Background: an optimization exercise with open tools, aiming at a short achievable clock period and few clock cycles per item. Do not read the settings as production practice.
In this exercise RTL edits were held to simulation tests only and were not proved equivalent to the original.

==> flow/config.mk <==
export PLATFORM = sky130hd
export DESIGN_NAME = rms_power_monitor_overload_trip_unit
export DESIGN_NICKNAME = rms_power_monitor_overload_trip_unit
export VERILOG_FILES = /design/flow/design.v
export SDC_FILE = /design/flow/constraint.sdc
export NUM_CORES = 4
export LEC_CHECK = 0
export CAP_MARGIN = 20
export CORE_MARGIN = 2
export CORE_UTILIZATION = 40
export SLEW_MARGIN = 20
==> flow/constraint.sdc <==
create_clock -name core_clock -period 10.0 [get_ports {clk}]
set_input_delay 2.0000 -clock core_clock [delete_from_list [all_inputs] [get_ports {clk}]]
set_output_delay 2.0000 -clock core_clock [all_outputs]
set_load 0.01 [all_outputs]
==> flow/run.sh <==
#!/bin/bash
# synth_recipe.tcl (not shown) runs the flow's synth.tcl, then flattens the netlist and writes it again
# the make line also repeats each setting of config.mk as NAME=value (left out here)
make -C /OpenROAD-flow-scripts/flow DESIGN_CONFIG=/design/flow/config.mk WORK_HOME=/design/flow/orfs CLKGATE_MAP_FILE= SYNTH_SCRIPT=/design/flow/synth_recipe.tcl finish
==> flow/design.v <==
`timescale 1ns / 1ps
package rpm_pkg;
    localparam int SAMPLE_BITS = 12;
    localparam int WIN_BITS    = 11;
    localparam int GAIN_BITS   = 24;
    localparam int CUR_BITS    = 16;
    localparam int VOLT_BITS   = 9;
    localparam int PWR_BITS    = 25;
    localparam int CFG_BITS    = 25;
    localparam int IDX_BITS    = 3;
    localparam int ROOT_BITS   = 17;
    localparam int DS_STAGES   = 18;
    localparam int IQ_BITS     = 6;           
    localparam int MQ_BITS     = 2;           
endpackage
`timescale 1ns / 1ps
module rpm_front (
    input  logic        clk,
    input  logic        rst_n,
    input  logic        v0,
    input  logic [1:0]  k0,
    input  logic [11:0] smp0,
    input  logic        cmd0,
    input  logic [11:0] mid,
    input  logic [9:0]  win_m1,
    output logic        close0,
    output logic        v5,
    output logic [1:0]  k5,
    output logic        cmd5,
    output logic        cl5,
    output logic [32:0] sum5
);
    logic        v1, cmd1, cl1;
    logic [1:0]  k1;
    logic [11:0] dev1;
    logic [10:0] cnt;
    logic        is_smp0;
    assign is_smp0 = v0 && (k0 == 2'd0);
    assign close0  = is_smp0 && (cnt >= {1'b0, win_m1});
    always_ff @(posedge clk or negedge rst_n)
    begin
        if (!rst_n)
        begin
            v1  <= 1'b0;
            cnt <= '0;
        end
        else
        begin
            v1 <= v0;
            if (is_smp0)
                cnt <= close0 ? 11'd0 : cnt + 11'd1;
        end
    end
    always_ff @(posedge clk)
    begin
        k1   <= k0;
        cmd1 <= cmd0;
        cl1  <= close0;
        dev1 <= (smp0 >= mid) ? (smp0 - mid) : (mid - smp0);
    end
    logic        v2, cmd2, cl2;
    logic [1:0]  k2;
    logic [11:0] pa2, pb2, pc2;
    always_ff @(posedge clk or negedge rst_n)
    begin
        if (!rst_n) v2 <= 1'b0;
        else        v2 <= v1;
    end
    always_ff @(posedge clk)
    begin
        k2   <= k1;
        cmd2 <= cmd1;
        cl2  <= cl1;
        pa2  <= 12'(dev1[11:6]) * 12'(dev1[11:6]);
        pb2  <= 12'(dev1[11:6]) * 12'(dev1[5:0]);
        pc2  <= 12'(dev1[5:0])  * 12'(dev1[5:0]);
    end
    logic        v3, cmd3, cl3;
    logic [1:0]  k3;
    logic [23:0] sq3;
    always_ff @(posedge clk or negedge rst_n)
    begin
        if (!rst_n) v3 <= 1'b0;
        else        v3 <= v2;
    end
    always_ff @(posedge clk)
    begin
        k3   <= k2;
        cmd3 <= cmd2;
        cl3  <= cl2;
        sq3  <= {pa2, pc2} + {5'd0, pb2, 7'd0};
    end
    logic        v4, cmd4, cl4;
    logic [1:0]  k4;
    logic [23:0] acc_lo;
    logic [9:0]  acc_hi;
    logic        acc_c;
    logic [24:0] lo_add;
    logic [9:0]  hi_add;
    logic        smp3;
    logic [23:0] lo4;
    logic [9:0]  hi4;
    logic        c4;
    assign smp3   = v3 && (k3 == 2'd0);
    assign lo_add = {1'b0, acc_lo} + {1'b0, sq3};
    assign hi_add = acc_hi + 10'(acc_c);
    always_ff @(posedge clk or negedge rst_n)
    begin
        if (!rst_n)
        begin
            v4     <= 1'b0;
            acc_lo <= '0;
            acc_hi <= '0;
            acc_c  <= 1'b0;
        end
        else
        begin
            v4 <= v3;
            if (smp3)
            begin
                if (cl3)
                begin
                    acc_lo <= '0;
                    acc_hi <= '0;
                    acc_c  <= 1'b0;
                end
                else
                begin
                    acc_lo <= lo_add[23:0];
                    acc_hi <= hi_add;
                    acc_c  <= lo_add[24];
                end
            end
        end
    end
    always_ff @(posedge clk)
    begin
        k4   <= k3;
        cmd4 <= cmd3;
        cl4  <= cl3;
        lo4  <= lo_add[23:0];
        hi4  <= hi_add;
        c4   <= lo_add[24];
    end
    logic [9:0] hi_fin;
    assign hi_fin = hi4 + 10'(c4);
    always_ff @(posedge clk or negedge rst_n)
    begin
        if (!rst_n) v5 <= 1'b0;
        else        v5 <= v4;
    end
    always_ff @(posedge clk)
    begin
        k5   <= k4;
        cmd5 <= cmd4;
        cl5  <= cl4;
        sum5 <= hi_fin[9] ? {33{1'b1}} : {hi_fin[8:0], lo4};
    end
endmodule
`timescale 1ns / 1ps
module rpm_queue (
    input  logic        clk,
    input  logic        rst_n,
    input  logic        push,
    input  logic        push_relay,
    input  logic        push_mv,
    input  logic        push_trip,
    input  logic [15:0] push_cur,
    input  logic [24:0] push_pwr,
    output logic        m_tvalid,
    input  logic        m_tready,
    output logic        out_relay,
    output logic        out_mv,
    output logic        out_trip,
    output logic [15:0] out_cur,
    output logic [24:0] out_pwr
);
    localparam int IQ = rpm_pkg::IQ_BITS;
    localparam int MQ = rpm_pkg::MQ_BITS;
    logic [(1<<IQ)-1:0][2:0]  iq_mem;
    logic [(1<<MQ)-1:0][40:0] mq_mem;
    logic [IQ:0]              iq_wr, iq_rd;
    logic [MQ-1:0]            mq_wr, mq_rd;
    logic                     iq_nonempty;
    logic [2:0]               iq_head;
    logic [40:0]              mq_head;
    logic                     load;
    always_ff @(posedge clk)
    begin
        for (int i = 0; i < (1 << IQ); i++)
            if (push && iq_wr[IQ-1:0] == IQ'(i))
                iq_mem[i] <= {push_mv, push_trip, push_relay};
        for (int i = 0; i < (1 << MQ); i++)
            if (push && push_mv && mq_wr == MQ'(i))
                mq_mem[i] <= {push_cur, push_pwr};
    end
    assign iq_nonempty = (iq_wr != iq_rd);
    assign iq_head     = iq_mem[iq_rd[IQ-1:0]];
    assign mq_head     = mq_mem[mq_rd];
    assign load        = !m_tvalid || m_tready;
    always_ff @(posedge clk or negedge rst_n)
    begin
        if (!rst_n)
        begin
            iq_wr    <= '0;
            iq_rd    <= '0;
            mq_wr    <= '0;
            mq_rd    <= '0;
            m_tvalid <= 1'b0;
        end
        else
        begin
            if (push)
                iq_wr <= iq_wr + 1'b1;
            if (push && push_mv)
                mq_wr <= mq_wr + 1'b1;
            if (load)
            begin
                m_tvalid <= iq_nonempty;
                if (iq_nonempty)
                begin
                    iq_rd <= iq_rd + 1'b1;
                    if (iq_head[2])
                        mq_rd <= mq_rd + 1'b1;
                end
            end
        end
    end
    always_ff @(posedge clk)
    begin
        if (load)
        begin
            out_mv    <= iq_head[2];
            out_trip  <= iq_head[1];
            out_relay <= iq_head[0];
            out_cur   <= iq_head[2] ? mq_head[40:25] : 16'd0;
            out_pwr   <= iq_head[2] ? mq_head[24:0]  : 25'd0;
        end
    end
endmodule
`timescale 1ns / 1ps
module rpm_back (
    input  logic        clk,
    input  logic        rst_n,
    input  logic [10:0] win,
    input  logic [11:0] win2,
    input  logic [11:0] win3,
    input  logic [23:0] gain,
    input  logic [15:0] noise_floor,
    input  logic [8:0]  volts,
    input  logic [24:0] limit,
    input  logic        v5,
    input  logic [1:0]  k5,
    input  logic        cmd5,
    input  logic        cl5,
    input  logic [32:0] sum5,
    output logic        ve,
    output logic [1:0]  ke,
    output logic        cmde,
    output logic        cle,
    output logic [15:0] cur_e,
    output logic [24:0] pwr_e,
    output logic        over_e
);
    localparam int DS = rpm_pkg::DS_STAGES;
    localparam int NP = DS + 6;      
    logic [NP-1:0] cv;
    logic [1:0]    ck   [NP];
    logic          ccmd [NP];
    logic          ccl  [NP];
    always_ff @(posedge clk or negedge rst_n)
    begin
        if (!rst_n) cv <= '0;
        else        cv <= {cv[NP-2:0], v5};
    end
    always_ff @(posedge clk)
    begin
        ck[0]   <= k5;
        ccmd[0] <= cmd5;
        ccl[0]  <= cl5;
        for (int i = 1; i < NP; i++)
        begin
            ck[i]   <= ck[i-1];
            ccmd[i] <= ccmd[i-1];
            ccl[i]  <= ccl[i-1];
        end
    end
    assign ve   = cv[NP-1];
    assign ke   = ck[NP-1];
    assign cmde = ccmd[NP-1];
    assign cle  = ccl[NP-1];
    logic [33:0] dn   [DS];      
    logic [9:0]  dr   [DS];      
    logic [1:0]  dq   [DS];      
    logic [17:0] srem [DS];      
    logic [16:0] sroot[DS];      
    always_ff @(posedge clk)
    begin
        for (int s = 0; s < DS; s++)
        begin
            logic [33:0] n_in;
            logic [9:0]  r_in;
            logic [11:0] t;
            logic [12:0] t1, t2, t3;
            logic [17:0] rm_in;
            logic [16:0] rt_in;
            logic [19:0] x;
            logic [19:0] trial;
            logic [20:0] xd;
            n_in = (s == 0) ? {1'b0, sum5} : dn[(s == 0) ? 0 : s-1];
            r_in = (s == 0) ? 10'd0 : dr[(s == 0) ? 0 : s-1];
            dn[s] <= n_in;
            if (s <= 16)
            begin
                t  = {r_in, n_in[2*(16-s)+1], n_in[2*(16-s)]};
                t1 = {1'b0, t} - {2'b0, win};
                t2 = {1'b0, t} - {1'b0, win2};
                t3 = {1'b0, t} - {1'b0, win3};
                if (!t3[12])
                begin
                    dq[s] <= 2'd3;
                    dr[s] <= t3[9:0];
                end
                else if (!t2[12])
                begin
                    dq[s] <= 2'd2;
                    dr[s] <= t2[9:0];
                end
                else if (!t1[12])
                begin
                    dq[s] <= 2'd1;
                    dr[s] <= t1[9:0];
                end
                else
                begin
                    dq[s] <= 2'd0;
                    dr[s] <= t[9:0];
                end
            end
            if (s >= 1)
            begin
                rm_in = (s == 1) ? 18'd0 : srem[(s <= 1) ? 0 : s-1];
                rt_in = (s == 1) ? 17'd0 : sroot[(s <= 1) ? 0 : s-1];
                x     = {rm_in, dq[s-1]};
                trial = {1'b0, rt_in, 2'b01};
                xd    = {1'b0, x} - {1'b0, trial};
                if (!xd[20])
                begin
                    srem[s]  <= xd[17:0];
                    sroot[s] <= {rt_in[15:0], 1'b1};
                end
                else
                begin
                    srem[s]  <= x[17:0];
                    sroot[s] <= {rt_in[15:0], 1'b0};
                end
            end
        end
    end
    logic [16:0] root;
    logic [29:0] mp0, mp1, mp2;
    logic [40:0] prod;
    logic [15:0] cur;
    assign root = sroot[DS-1];
    always_ff @(posedge clk)
    begin
        mp0  <= 30'(root[5:0])   * 30'(gain);
        mp1  <= 30'(root[11:6])  * 30'(gain);
        mp2  <= 30'(root[16:12]) * 30'(gain);
        prod <= 41'(mp0) + (41'(mp1) << 6) + (41'(mp2) << 12);
        if (|prod[40:32])
            cur <= 16'hFFFF;
        else if (prod[31:16] < noise_floor)
            cur <= 16'd0;
        else
            cur <= prod[31:16];
    end
    logic [16:0] pp0, pp1;
    logic [15:0] cur_d1, cur_d2, cur_d3;
    logic [24:0] pwr, pwr_d;
    logic        over;
    always_ff @(posedge clk)
    begin
        pp0    <= 17'(volts) * 17'(cur[7:0]);
        pp1    <= 17'(volts) * 17'(cur[15:8]);
        cur_d1 <= cur;
        pwr    <= 25'(pp0) + (25'(pp1) << 8);
        cur_d2 <= cur_d1;
        over   <= pwr > limit;
        pwr_d  <= pwr;
        cur_d3 <= cur_d2;
    end
    assign cur_e  = cur_d3;
    assign pwr_e  = pwr_d;
    assign over_e = over;
endmodule
`timescale 1ns / 1ps
module rms_power_monitor_overload_trip_unit (
    input  logic                           clk,
    input  logic                           rst_n,
    input  logic                           cfg_we,
    input  logic [rpm_pkg::IDX_BITS-1:0]   cfg_index,
    input  logic [rpm_pkg::CFG_BITS-1:0]   cfg_wdata,
    input  logic                           s_tvalid,
    output logic                           s_tready,
    input  logic [15:0]                    s_tdata,    
    input  logic [1:0]                     s_tuser,    
    output logic                           m_tvalid,
    input  logic                           m_tready,
    output logic [47:0]                    m_tdata,    
    output logic                           m_tuser     
);
    localparam int IQ  = rpm_pkg::IQ_BITS;
    localparam int MQ  = rpm_pkg::MQ_BITS;
    localparam int CAP = 1 << IQ;         
    localparam int MCAP = 1 << MQ;        
    logic        cfg_we_r;
    logic [2:0]  cfg_idx_r;
    logic [24:0] cfg_data_r;
    logic [11:0] mid;
    logic [9:0]  win_m1;
    logic [10:0] win;
    logic [11:0] win2, win3;
    logic [23:0] gain;
    logic [15:0] noise_floor;
    logic [8:0]  volts;
    logic [24:0] limit;
    logic [10:0] weff;
    always_ff @(posedge clk or negedge rst_n)
    begin
        if (!rst_n) cfg_we_r <= 1'b0;
        else        cfg_we_r <= cfg_we;
    end
    always_ff @(posedge clk)
    begin
        cfg_idx_r  <= cfg_index;
        cfg_data_r <= cfg_wdata;
    end
    always_comb
    begin
        if (cfg_data_r[10:0] == 11'd0)
            weff = 11'd1;
        else if (cfg_data_r[10:0] > 11'd1024)
            weff = 11'd1024;
        else
            weff = cfg_data_r[10:0];
    end
    always_ff @(posedge clk or negedge rst_n)
    begin
        if (!rst_n)
        begin
            mid         <= 12'd2047;
            win         <= 11'd100;
            win_m1      <= 10'd99;
            win2        <= 12'd200;
            win3        <= 12'd300;
            gain        <= 24'd570950;
            noise_floor <= 16'd50;
            volts       <= 9'd230;
            limit       <= 25'd2500000;
        end
        else if (cfg_we_r)
        begin
            case (cfg_idx_r)
                3'd0: mid <= cfg_data_r[11:0];
                3'd1:
                begin
                    win    <= weff;
                    win_m1 <= 10'(weff - 11'd1);
                    win2   <= {weff, 1'b0};
                    win3   <= {weff, 1'b0} + {1'b0, weff};
                end
                3'd2: gain        <= cfg_data_r[23:0];
                3'd3: noise_floor <= cfg_data_r[15:0];
                3'd4: volts       <= cfg_data_r[8:0];
                3'd5: limit       <= cfg_data_r[24:0];
                default: ;
            endcase
        end
    end
    logic        s_tready_r;
    logic        v0;
    logic [1:0]  k0;
    logic [11:0] smp0;
    logic        cmd0;
    logic        del_r, delc_r;
    logic [IQ:0] outst, outst_next;        
    logic [MQ:0] closes, closes_next;      
    logic        close0;
    always_ff @(posedge clk)
    begin
        k0   <= s_tuser;
        smp0 <= s_tdata[11:0];
        cmd0 <= s_tdata[12];
    end
    assign outst_next  = outst + (IQ+1)'(v0) - (IQ+1)'(del_r);
    assign closes_next = closes + (MQ+1)'(close0) - (MQ+1)'(delc_r);
    always_ff @(posedge clk or negedge rst_n)
    begin
        if (!rst_n)
        begin
            v0         <= 1'b0;
            s_tready_r <= 1'b1;
            del_r      <= 1'b0;
            delc_r     <= 1'b0;
            outst      <= '0;
            closes     <= '0;
        end
        else
        begin
            v0         <= s_tvalid && s_tready_r;
            del_r      <= m_tvalid && m_tready;
            delc_r     <= m_tvalid && m_tready && m_tuser;
            outst      <= outst_next;
            closes     <= closes_next;
            s_tready_r <= ({1'b0, outst_next} + (IQ+2)'(s_tready_r) + (IQ+2)'(1) <= (IQ+2)'(CAP))
                       && ({1'b0, closes_next} + (MQ+2)'(s_tready_r) + (MQ+2)'(1) <= (MQ+2)'(MCAP));
        end
    end
    assign s_tready = s_tready_r;
    logic        v5, cmd5, cl5;
    logic [1:0]  k5;
    logic [32:0] sum5;
    logic        ve, cmde, cle, over_e;
    logic [1:0]  ke;
    logic [15:0] cur_e;
    logic [24:0] pwr_e;
    rpm_front u_front (
        .clk    (clk),
        .rst_n  (rst_n),
        .v0     (v0),
        .k0     (k0),
        .smp0   (smp0),
        .cmd0   (cmd0),
        .mid    (mid),
        .win_m1 (win_m1),
        .close0 (close0),
        .v5     (v5),
        .k5     (k5),
        .cmd5   (cmd5),
        .cl5    (cl5),
        .sum5   (sum5)
    );
    rpm_back u_back (
        .clk         (clk),
        .rst_n       (rst_n),
        .win         (win),
        .win2        (win2),
        .win3        (win3),
        .gain        (gain),
        .noise_floor (noise_floor),
        .volts       (volts),
        .limit       (limit),
        .v5          (v5),
        .k5          (k5),
        .cmd5        (cmd5),
        .cl5         (cl5),
        .sum5        (sum5),
        .ve          (ve),
        .ke          (ke),
        .cmde        (cmde),
        .cle         (cle),
        .cur_e       (cur_e),
        .pwr_e       (pwr_e),
        .over_e      (over_e)
    );
    logic relay_reg, relay_new, trip_new, mv_new;
    always_comb
    begin
        relay_new = relay_reg;
        trip_new  = 1'b0;
        mv_new    = 1'b0;
        case (ke)
            2'd0:
            begin
                if (cle)
                begin
                    mv_new    = 1'b1;
                    trip_new  = over_e && relay_reg;
                    relay_new = relay_reg && !over_e;
                end
            end
            2'd1:    relay_new = !relay_reg;
            2'd2:    relay_new = cmde;
            default: relay_new = relay_reg;
        endcase
    end
    always_ff @(posedge clk or negedge rst_n)
    begin
        if (!rst_n)  relay_reg <= 1'b0;
        else if (ve) relay_reg <= relay_new;
    end
    logic        out_relay, out_mv, out_trip;
    logic [15:0] out_cur;
    logic [24:0] out_pwr;
    rpm_queue u_queue (
        .clk        (clk),
        .rst_n      (rst_n),
        .push       (ve),
        .push_relay (relay_new),
        .push_mv    (mv_new),
        .push_trip  (trip_new),
        .push_cur   (cur_e),
        .push_pwr   (pwr_e),
        .m_tvalid   (m_tvalid),
        .m_tready   (m_tready),
        .out_relay  (out_relay),
        .out_mv     (out_mv),
        .out_trip   (out_trip),
        .out_cur    (out_cur),
        .out_pwr    (out_pwr)
    );
    assign m_tdata = {5'd0, out_trip, out_pwr, out_cur, out_relay};
    assign m_tuser = out_mv;
endmodule
==> summary.md, run 1 <==
| Metric | Value |
|---|---|
| Worst-path maximum fanout | 24 |
| Largest area contributor in the netlist | dfxtp_1 |
| Fmax | around 170 MHz |
| Slowest stage delay, CP | 1.00 ns |
| Skew final | 0.09429 ns |
| Largest register by flop count | u_back.dn |
| WP data required | 10.84 ns |
| Slowest-stage cell, CP | dfxtp_1 |
| Tcrit/Tclk final | 57.66% |
| Final instance area | 124500 um^2 |
| Final Instance Count excl. Fillers | between 10k and 15k |
| Syn Area/Cell | 10.57 um^2 |
| Largest registers | u_back.dn x272, u_back.srem x268, u_queue.iq_mem x192 |
| Die X | approximately 530 um |
| Antenna viol nets, final | 0 |
| Worst R2R Setup Slack | 4.23 ns |
| RR Startpoint | u_back.sroot[17][7] |
| Worst Max-Slew Pin Slew | 1.141 ns |
| Clock tree buffer depth | 4 |
| Layout cells sized above 1 | 7.743% |
| DR vias | approximately 75k |
| Main synth FF type | dfxtp_1 |
| Status | timing/DRC/antenna clean |
| Postcts setup bufs | 0 |
| RSZ-0062 raised after global routing | no |
| Vias per cell | roughly 5.1 |
| CP dominant cell by count | fa_1 |
| Overall routing resource usage | 17.91% |
| Yosys warnings | 12 |
| Number of distinct library cells after synthesis | 104 |
| CP arrival | between 6 and 7 ns |
| Worst setup startpoint | u_back.sroot[17][7] |
| Layout overhead on the synthesized area | 12.24% |
| Placed insts | 14.16k |
| Max cap viols | 0 |
| Count leader, synth | dfxtp_1 |
| Slew margin rel. | 23.78% |
| Die span in y | 530.6 um |
| Final nets | roughly 12k |
| Clk pin slew, worst setup/hold paths | approximately 0.070 ns |
| HP Class | reg2reg |
| DRC | 0 |
| CP Class | reg2reg |
| Initial antenna violation count | 16 |
| Yosys top cell area share | 25.99% |
| FF+latch count, synth | between 2k and 2.5k |
| Initial drt markers | 4065 |
| Mapped cell area | 110900 um^2 |
| Final weighted congestion in routability-driven placement | 0.8668 |
| Reg2Reg Depth | 17 |
| Synth top area cells | dfxtp_1 (26%), ha_1 (13%), edfxtp_1 (11%), fa_1 (7.8%), dfrtp_1 (4.1%) |
| Post-cts resize count | 0 |
| CP Capture Point | u_back.mp1[29] |
| I/O pin cnt | 102 |
| Cts bufs inserted | 225 |
| Detailed Route WL | 252500 um |
| R2r endpoint | u_back.mp1[29] |
| Min cycle time layout | 5.766 ns |
| Post-CTS Hold Buffers | 0 |
| CTS root buf | clkbuf_16 |
| Register area share after synthesis | 42.02% |
| Initial core utilization | 40.15% |
| Crit path launch type | flop |
| First-pass GRT wire length | 408200 um |
| Slew Viols, Final | 0 |
| Die area | 281500 um^2 |
| H-tree depth | 4 |
| CTS tree | done |
| Commonest cells in the synthesized netlist | dfxtp_1 (1440), ha_1 (1117), inv_1 (1000), nand2_1 (614), o21ai_0 (526) |
| Largest register FFs | 272 |
| Number of global-route vias before repair | approximately 77k |
| Worst path cell trace | and2_1 -> fa_1 -> fa_1 -> inv_1 -> fa_1 -> inv_1 -> ha_1 -> a21o_1 -> a21o_1 -> a221oi_1 -> a211oi_1 -> o21ai_1 -> o21ai_0 -> a21oi_1 -> o21ai_0 -> a21oi_1 -> xnor2_1 |
| Port Buffers | between 90 and 100 |
| Total Negative Setup Slacks | 0 ns |
| Placed Area | 116300 um^2 |
| First drt pass iteration count | 6 |
| Total gr overflow | 0 |
| Fin. Hold Viols | 0 |
| # clock sinks | 2068 |
| Core area | 276300 um^2 |
| Clock latency (worst-skew pair) | 0.92 ns |
| Cells after Synth | 10.50k |
| Site row count | between 150 and 200 |
| Async set or reset register ratio after synthesis | 11.03% |
| Largest net degree at the start of global routing | 102 |
| Final setup violating endpoints | 0 |
| Hpwl dp | 183200 um |
| CP Capture Type | flop |
| DR WL/cell | 17.31 um |
| EDFF count, synth | 400 |
[layout by cell type, fill, tap and decap left out, types with 140 or more instances in the layout]
cell,synthesis,routed
and2_1,511,511
edfxtp_1,400,400
fa_1,430,430
nand2_1,614,612
nor2b_1,239,238
dfxtp_1,1440,1440
a21o_1,290,290
nand2b_1,189,189
inv_1,1000,998
xnor2_1,419,419
a21oi_1,465,463
o21ai_0,526,526
xor2_1,279,278
nor2_1,506,504
ha_1,1117,1117
dfrtp_1,180,176
nor3_1,140,140
clkbuf_16,0,234
[stage by stage]
step / util [%] / hold slack, ns / worst slack, ns
detailed placement: 42.12 / 0.3121 / 4.298
CTS: 45.05 / 0.3013 / 4.262
floorplan: - / 0.3096 / 5.115
global placement: 42.11 / 0.3099 / 4.281
finish: 45.06 / 0.2944 / 4.234
global route: 45.06 / 0.3066 / 3.815
[how the worst min path moves through the flow]
stage                                     end  cells after the start  slack, ns                start
after floorplan                 u_back.ccl[0]                      0       0.31          u_front.cl5
after global placement       u_back.ck[15][1]                      0       0.31     u_back.ck[14][1]
after detailed placement       u_back.ccl[23]                      0       0.31       u_back.ccl[22]
after CTS                 u_back.sroot[14][1]                      0       0.30  u_back.sroot[13][0]
after global routing      u_back.sroot[15][3]                      0       0.31  u_back.sroot[14][2]
final                     u_back.sroot[15][3]                      0       0.29  u_back.sroot[14][2]
[per-layer routing]
metal / GRT usage (%) / part of all wire, % / up-vias
met2: 31.79 / 49 / 1439
met5: 0 / 0 / -
met1: 22.49 / 44 / 36396
li1: - / - / 36453
met4: 5.421 / 3.0 / 0
met3: 2.391 / 4.1 / 459
[critical path, delay by kind of cell, from the launching register on]
| family | cells | cell delay, ns |
|---|---|---|
| AOI/OAI and AO/OA | 9 | 2.34 |
| adders and majority gates | 4 | 1.84 |
| DFF | 1 | 1.00 |
| and+or+nand+nor | 1 | 0.27 |
| xor gates and xnor gates | 1 | 0.14 |
| buffers and inverters | 2 | 0.10 |
[final cells by class]
type                    instances  area, um^2
diodes                          6       15.01
flip-flops and latches       2068       46610
well taps                    3705        4636
clock inverters               128        1689
multi-input cells            7200       59740
fillers                     25679      151800
inverters                    1003        3765
clock buffers                 292        6407
repair buffers                183        1624
[logic make-up (layout without fill, tap and decap cells)]
family | Yosys count | in the layout | share of synthesized area (%)
other cells | 1 | 12 | 0.003381
flops | 2068 | 2068 | 42.02
xor+xnor | 698 | 698 | 5.512
fa+ha+maj | 1547 | 1547 | 20.36
simple gates | 2618 | 2618 | 12.14
mux | 340 | 340 | 4.366
buf+inv | 1233 | 1606 | 4.226
compound gates | 1991 | 1991 | 11.37
Testbench counts, summed over its fixed seeds: cycles 19,766, items 19,510.
==> inputs of run 2 (changes only) <==
--- a/flow/config.mk
+++ b/flow/config.mk
@@ -6,6 +6,8 @@
 export NUM_CORES = 4
 export LEC_CHECK = 0
+export ABC_CLOCK_PERIOD_IN_PS = 2800
 export CAP_MARGIN = 20
 export CORE_MARGIN = 2
 export CORE_UTILIZATION = 40
+export SETUP_SLACK_MARGIN = 5
 export SLEW_MARGIN = 20
==> run 2 against run 1 <==
Compared with the run above: still clean on timing, DRC and antenna; non-clock buffer count rose by 20; synthesized cell count did not move; sequential cell count did not move; hold slack improved by 0.0033 ns.
==> summary.md, run 2 <==
| Metric | Value |
|---|---|
| Status | timing/DRC/antenna clean |
| Worst setup startpoint | gain[12] |
| First drt pass iteration count | 6 |
| WP data required | 10.84 ns |
| Post-route worst setup slack | between 5 and 6 ns |
| Die X | 530.6 um |
| Hpwl dp | 183200 um |
| H-tree depth | 4 |
| R2r endpoint | u_back.mp2[28] |
| Layout overhead on the synthesized area | 12.64% |
| Synth top area cells | dfxtp_1 (26%), ha_1 (13%), edfxtp_1 (11%), fa_1 (7.8%), dfrtp_1 (4.1%) |
| Main synth FF type | dfxtp_1 |
| Final weighted congestion in routability-driven placement | 0.8668 |
| Filler Cell Count | 25.64k |
| Total Negative Setup Slacks | 0 ns |
| RR Startpoint | gain[12] |
| Commonest non-fill, non-tap cell in the layout | dfxtp_1 |
| Port Buffers | 93 |
| Fmax | 206.9 MHz |
| Largest register by flop count | u_back.dn |
| Skew final | 0.09404 ns |
| RSZ-0062 raised after global routing | yes |
| Reg2Reg Depth | 16 |
| Setup WS pre-CTS | 4.298 ns |
| Site row count | 193 |
| DRC | 0 |
| Vias per cell | between 5 and 6 |
| Initial core utilization | between 40% and 50% |
| Slew Viols, Final | 0 |
| Max cap viols | 0 |
| CP arrival | 5.68 ns |
| Register area share after synthesis | 42.02% |
| Async set or reset register ratio after synthesis | 11.03% |
| Final design utilization | 45.22% |
| CP Capture Type | flop |
| Clock tree buffer depth | 4 |
| Crit path launch type | flop |
| CTS tree | done |
| Layout cells sized above 1 | between 8 and 9% |
| Largest registers | u_back.dn x272, u_back.srem x268, u_queue.iq_mem x192 |
| Overall routing resource usage | 17.93% |
| Final setup violating endpoints | 0 |
| Number of global-route vias before repair | 77.05k |
| Total gr overflow | 0 |
| DR WL/cell | 17.35 um |
| First-pass GRT wire length | 408600 um |
| Worst path cell trace | nand2_1 -> fa_1 -> inv_1 -> fa_1 -> fa_1 -> ha_1 -> a21o_1 -> a21o_1 -> a21o_1 -> or3_1 -> o21a_1 -> a41o_1 -> nand4_1 -> nand4b_1 -> a21oi_1 -> xnor2_1 |
| Slew margin rel. | 26.85% |
| Yosys top cell area share | between 20% and 30% |
| Number of distinct library cells after synthesis | roughly 100 |
| FF+latch count, synth | 2068 |
| Die area | ~280000 um^2 |
| Final nets | 12.30k |
| DR vias | 74.69k |
| Mapped cell area | roughly 110000 um^2 |
| Cells after Synth | 10.50k |
| CTS root buf | clkbuf_16 |
| Min-delay src | u_back.sroot[14][2] |
| Min cycle time layout | 4.834 ns |
| Cts bufs inserted | 225 |
| Largest register FFs | 272 |
| HP Class | reg2reg |
| Worst-path maximum fanout | 18 |
| Core area | 276300 um^2 |
| Largest net degree at the start of global routing | 102 |
| Initial drt markers | 3982 |
| Multi-input logic area | around 60000 um^2 |
| Fin. Hold Viols | 0 |
| Worst Max-Slew Pin Slew | 1.090 ns |
| Clock latency (worst-skew pair) | 0.92 ns |
| Reg area | 46710 um^2 |
| Tcrit/Tclk final | about half |
| Initial antenna violation count | 17 |
| Slowest stage delay, CP | 0.78 ns |
| CP Class | reg2reg |
| Commonest cells in the synthesized netlist | dfxtp_1 (1440), ha_1 (1117), inv_1 (1000), nand2_1 (614), o21ai_0 (526) |
| Clk pin slew, worst setup/hold paths | 0.07 ns |
| Count leader, synth | dfxtp_1 |
| I/O pin cnt | 102 |
| Most frequent cells in the layout | dfxtp_1 (1429), ha_1 (1117), inv_1 (998) |
| Worst R2R Setup Slack | 5.17 ns |
| Largest area contributor in the netlist | dfxtp_1 |
| Antenna viol nets, final | 0 |
| Detailed Route WL | between 200000 and 300000 um |
| Die span in y | 530.6 um |
| WHS Path Cells | 0 |
| EDFF count, synth | 400 |
| Yosys warnings | 12 |
| Hold Path Sink | u_back.sroot[15][3] |
| Slowest-stage cell, CP | dfstp_4 |
| # clock sinks | roughly 2.1k |
| Syn Area/Cell | 10.57 um^2 |
run 2: cell counts after synthesis:
Identical to the previous run, type by type.
run 2: worst max path at each step:
| stage | slack, ns | end | cells after the start |
|---|---|---|---|
| after floorplan | 5.12 | u_queue.mq_mem[100] | 2 |
| final | 5.17 | u_back.mp2[28] | 16 |
| after detailed placement | 4.30 | u_back.mp1[29] | 17 |
| after global routing | 4.95 | u_back.mp1[29] | 17 |
| after CTS | 4.97 | u_back.mp1[29] | 17 |
| after global placement | 4.28 | u_back.mp1[29] | 17 |
run 2: area by class of cell:
cell class | instances | share of cell area (%)
timing repair buffer | 203 | 1.451
inverter | 1003 | 3.014
clock buffer | 292 | 5.129
clock inverter | 128 | 1.352
multi-input combinational | 7200 | 47.94
antenna | 7 | 0.01402
sequential | 2068 | 37.39
tap | 3705 | 3.711
run 2: per-stage QoR:
step,hold slack [ns],cells,instance area [um^2]
3_5_place_dp,0.3121,14159,116300
6_report,0.2977,14606,124900
2_1_floorplan,0.3096,10501,110900
5_1_grt,0.3066,14600,124900
3_3_place_gp,0.3099,14157,116300
4_1_cts,0.3013,14583,124600
run 2: logic make-up (layout without fill, tap and decap cells):
group | count (synthesis) | after routing | share of synthesized area (%)
XOR/XNOR | 698 | 698 | 5.512
buffers and inverters | 1233 | 1626 | 4.226
multiplexers | 340 | 340 | 4.366
AND/OR/NAND/NOR | 2618 | 2618 | 12.14
AO/OA/AOI/OAI | 1991 | 1991 | 11.37
adder cells (fa/ha/maj) | 1547 | 1547 | 20.36
flip-flops | 2068 | 2068 | 42.02
other | 1 | 13 | 0.003381
run 2: what timing repair did:
action,4_1_cts,5_1_grt
setup endpoints to repair,28,17
buffers inserted,4,16
pin swaps,0,5
hold buffers,0,0
gates resized for setup,46,31
run 2: routing by layer:
metal | share of wire [%] | up-vias | track usage [%] | wire, um
met5 | 0.010 | - | 0 | 26
met4 | 3.0 | 4 | 5.444 | 7508
met3 | 4.2 | 463 | 2.419 | 10640
met2 | 49 | 1390 | 31.80 | 124400
met1 | 44 | 36327 | 22.50 | 110800
li1 | - | 36501 | - | -
run 2: worst max-delay path: cells and delay by family (launching register included):
family | cells | cell delay (ns)
xor gates and xnor gates | 1 | 0.13
DFF | 1 | 0.78
AOI/OAI and AO/OA | 6 | 1.28
adders and majority gates | 4 | 1.88
and+or+nand+nor | 4 | 0.63
buffers and inverters | 1 | 0.05
==> inputs of run 3 (changes only) <==
==> flow/flow/run.sh (new file) <==
#!/bin/bash
# Standard layout, with timing repair aimed at a shorter period than the
# clock's (setup margin), so that the resizer speeds up the critical paths.
set -uo pipefail
bash standard.sh SETUP_SLACK_MARGIN=7.2 finish > standard.log 2>&1
==> flow/standard.sh (new file) <==
#!/bin/bash
# synth_recipe.tcl (not shown) runs the flow's synth.tcl, then flattens the netlist and writes it again
# the make line also repeats each setting of config.mk as NAME=value (left out here)
make -C /OpenROAD-flow-scripts/flow DESIGN_CONFIG=/design/flow/config.mk WORK_HOME=/design/flow/orfs CLKGATE_MAP_FILE= SYNTH_SCRIPT=/design/flow/synth_recipe.tcl "${@:-finish}"
--- a/flow/config.mk
+++ b/flow/config.mk
@@ -10,4 +10,3 @@
 export CORE_MARGIN = 2
 export CORE_UTILIZATION = 40
-export SETUP_SLACK_MARGIN = 5
 export SLEW_MARGIN = 20
removed: flow/run.sh
==> run 3 against run 2 <==
Compared with the run above: still clean; area after synthesis unchanged; sequential cell count unchanged; global-route usage up 2.0 points; synthesized cell count unchanged; first-iteration DRC count up 7.7%.
==> summary.md, run 3 <==
| Metric | Value |
|---|---|
| Status | timing/DRC/antenna clean |
| Post-CTS Hold Buffers | 0 |
| Tcrit/Tclk final | 45.41% |
| Site row count | 193 |
| CP Capture Point | u_back.mp1[28] |
| Detailed Route WL | slightly below 300000 um |
| Cts bufs inserted | 224 |
| FF+latch count, synth | 2068 |
| Number of distinct library cells after synthesis | 104 |
| Largest net degree at the start of global routing | 110 |
| Clk pin slew, worst setup/hold paths | ~0.060 ns |
| Skew final | approximately 0.13 ns |
| Yosys top cell area share | 25.99% |
| Slew margin rel. | between 10% and 20% |
| Worst-path maximum fanout | 7 |
| Hpwl dp | 185100 um |
| Final setup violating endpoints | 0 |
| Async set or reset register ratio after synthesis | 11.03% |
| Largest registers | u_back.dn x272, u_back.srem x268, u_queue.iq_mem x192 |
| Initial antenna violation count | 29 |
| Layout overhead on the synthesized area | 28.12% |
| Total Negative Setup Slacks | 0 ns |
| Final weighted congestion in routability-driven placement | 0.8829 |
| Min cycle time layout | 4.541 ns |
| Yosys warnings | 12 |
| Final nets | approximately 13k |
| Syn Area/Cell | approximately 11 um^2 |
| First-pass GRT wire length | 449300 um |
| WP data required | 10.80 ns |
| DR WL/cell | between 15 and 20 um |
| Final Instance Count excl. Fillers | 15.55k |
| Fmax | about 220 MHz |
| RSZ-0062 raised after global routing | yes |
| Initial drt markers | roughly 4.3k |
| Tightest hold margin | ~0.20 ns |
| Worst setup startpoint | gain[6] |
| Cells after Synth | around 10k |
| Antenna viol nets, final | 0 |
| Max cap viols | 0 |
| Reg2Reg Depth | 17 |
| CP Class | reg2reg |
| Core area | 276300 um^2 |
| Clock latency (worst-skew pair) | between 0.9 and 1 ns |
| Vias per cell | 5.189 |
| Largest area contributor in the netlist | dfxtp_1 |
| DRC | 0 |
| Count leader, synth | dfxtp_1 |
| Synth top area cells | dfxtp_1 (26%), ha_1 (13%), edfxtp_1 (11%), fa_1 (7.8%), dfrtp_1 (4.1%) |
| Worst R2R Setup Slack | 5.46 ns |
| Largest register by flop count | u_back.dn |
| CTS tree | done |
| CP Capture Type | flop |
| Final design utilization | between 50% and 60% |
| RR Startpoint | gain[6] |
| Min-delay src | u_back.dn[9][8] |
| Clock tree buffer depth | 4 |
| Number of global-route vias before repair | 82.67k |
| Placed insts | 14.15k |
| Slew Viols, Final | 0 |
| # clock sinks | 2068 |
| DR vias | 80.67k |
| Port Buffers | 93 |
| R2r endpoint | u_back.mp1[28] |
| Overall routing resource usage | 19.98% |
| Most frequent cells in the layout | dfxtp_1 (1381), ha_1 (954), inv_1 (933) |
| Largest register FFs | 272 |
| CTS root buf | clkbuf_16 |
| Main synth FF type | dfxtp_1 |
| Fin. Hold Viols | 0 |
| Die span in y | between 500 and 600 um |
| Commonest non-fill, non-tap cell in the layout | dfxtp_1 |
| Register area share after synthesis | 42.02% |
| Die area | between 200000 and 300000 um^2 |
| First drt pass iteration count | 5 |
| CP arrival | 5.34 ns |
| EDFF count, synth | 400 |
| Initial core utilization | 40.15% |
| Crit path launch type | flop |
| I/O pin cnt | 102 |
| Commonest cells in the synthesized netlist | dfxtp_1 (1440), ha_1 (1117), inv_1 (1000), nand2_1 (614), o21ai_0 (526) |
| Total gr overflow | 0 |
| Mapped cell area | around 110000 um^2 |
| HP Class | reg2reg |
| H-tree depth | 4 |
| Die X | 530.6 um |
| Filler Cell Count | about 24k |
| Worst Max-Slew Pin Slew | 1.206 ns |
| Layout cells sized above 1 | 26.28% |
-- run 3: cell counts after synthesis --
Identical to the previous run, type by type.
-- run 3: worst min-delay path by stage --
stage	to	slack, ns	cells past startpoint
detailed placement	u_back.ccl[0]	0.31	0
floorplan	u_back.ccl[0]	0.31	0
finish	u_back.dn[10][8]	0.20	0
global route	u_back.dn[12][7]	0.23	0
global placement	u_back.dn[12][3]	0.31	0
CTS	u_back.dn[10][8]	0.20	0
-- run 3: worst max-delay path: stages (launching register included) --
cell and delay (ns):
dfstp_4 0.67, and2_4 0.16, fa_1 0.42, fa_1 0.55
inv_1 0.05, fa_1 0.49, inv_2 0.05, ha_4 0.22
a21o_1 0.15, a21o_1 0.17, a221o_1 0.34, a31oi_4 0.23
nor2b_4 0.09, a21oi_4 0.20, a2bb2oi_4 0.26, o31a_1 0.21
o31ai_2 0.08, xor2_1 0.15
-- run 3: area by class of cell --
class | instances | area (um^2) | share of cell area, %
flip-flops and latches | 2068 | 46870 | 32.98
clock inverters | 107 | 1336 | 0.9404
multi-input cells | 7217 | 67860 | 47.76
clock buffers | 302 | 6387 | 4.495
inverters | 1003 | 3816 | 2.686
repair inverters | 3 | 22.52 | 0.01585
well taps | 3705 | 4636 | 3.262
repair buffers | 1131 | 11140 | 7.839
diodes | 12 | 30.03 | 0.02113
-- run 3: routing by layer --
layer  GRT usage [%]  routed length, um
met4           6.560              10460
met2           35.07             144000
met3           2.717              14110
met1           25.16             125900
met5               0                 31
-- run 3: what timing repair did --
action	in CTS	in global routing
pin swaps	609	620
setup endpoints to repair	671	618
gates resized for setup	1462	781
gates cloned	35	5
buffers inserted	656	284
-- run 3: cells by family (layout without fill, tap and decap cells) --
group                    after synthesis  count (layout)  synth area share (%)
flip-flops                          2068            2068                 42.02
XOR/XNOR                             698             698                 5.512
AND/OR/NAND/NOR                     2618            2623                 12.14
buffers and inverters               1233            2546                 4.226
adder cells (fa/ha/maj)             1547            1547                 20.36
multiplexers                         340             340                 4.366
AO/OA/AOI/OAI                       1991            2003                 11.37
other                                  1              18              0.003381
-- run 3: through the flow --
stage                     setup WS, ns  area (um^2)
final                            5.459       142100
after global routing             5.340       142100
after CTS                        5.496       136600
after detailed placement         4.639       117700
after global placement           4.700       117700
after floorplan                  5.755       112700

[separate check: timing with driven ports]
The flow's constraints put no driver on any port. The routed layouts listed below were extracted and timed again, unchanged, in two steps. Step 1: set_driving_cell puts a clkbuf_16 on clk and a buf_2 on each other input, an assumption about the parent block. Step 2, shift: input delay + t, output delay - t, t = (earliest + latest rising clock arrival at the registers) / 2. This alone moves slack from input paths to output paths. a / b / c = no drivers / after step 1 / after step 2; a / b = the first two.
run | shift t [ns] | setup WS [ns] | hold slack, ns | worst setup path after step 2 | worst data-port slew with drivers (ns)
run 1 | 0.973 | 4.234 / 4.234 / 4.234 | 0.294 / 0.294 / 0.294 | register to register | 0.05
run 2 | 0.970 | 5.166 / 5.166 / 5.166 | 0.298 / 0.298 / 0.298 | register to register | 0.05
run 3 | 0.972 | 5.459 / 5.459 / 5.459 | 0.204 / 0.204 / 0.204 | register to register | 0.09
After both steps every run listed still meets setup and hold.
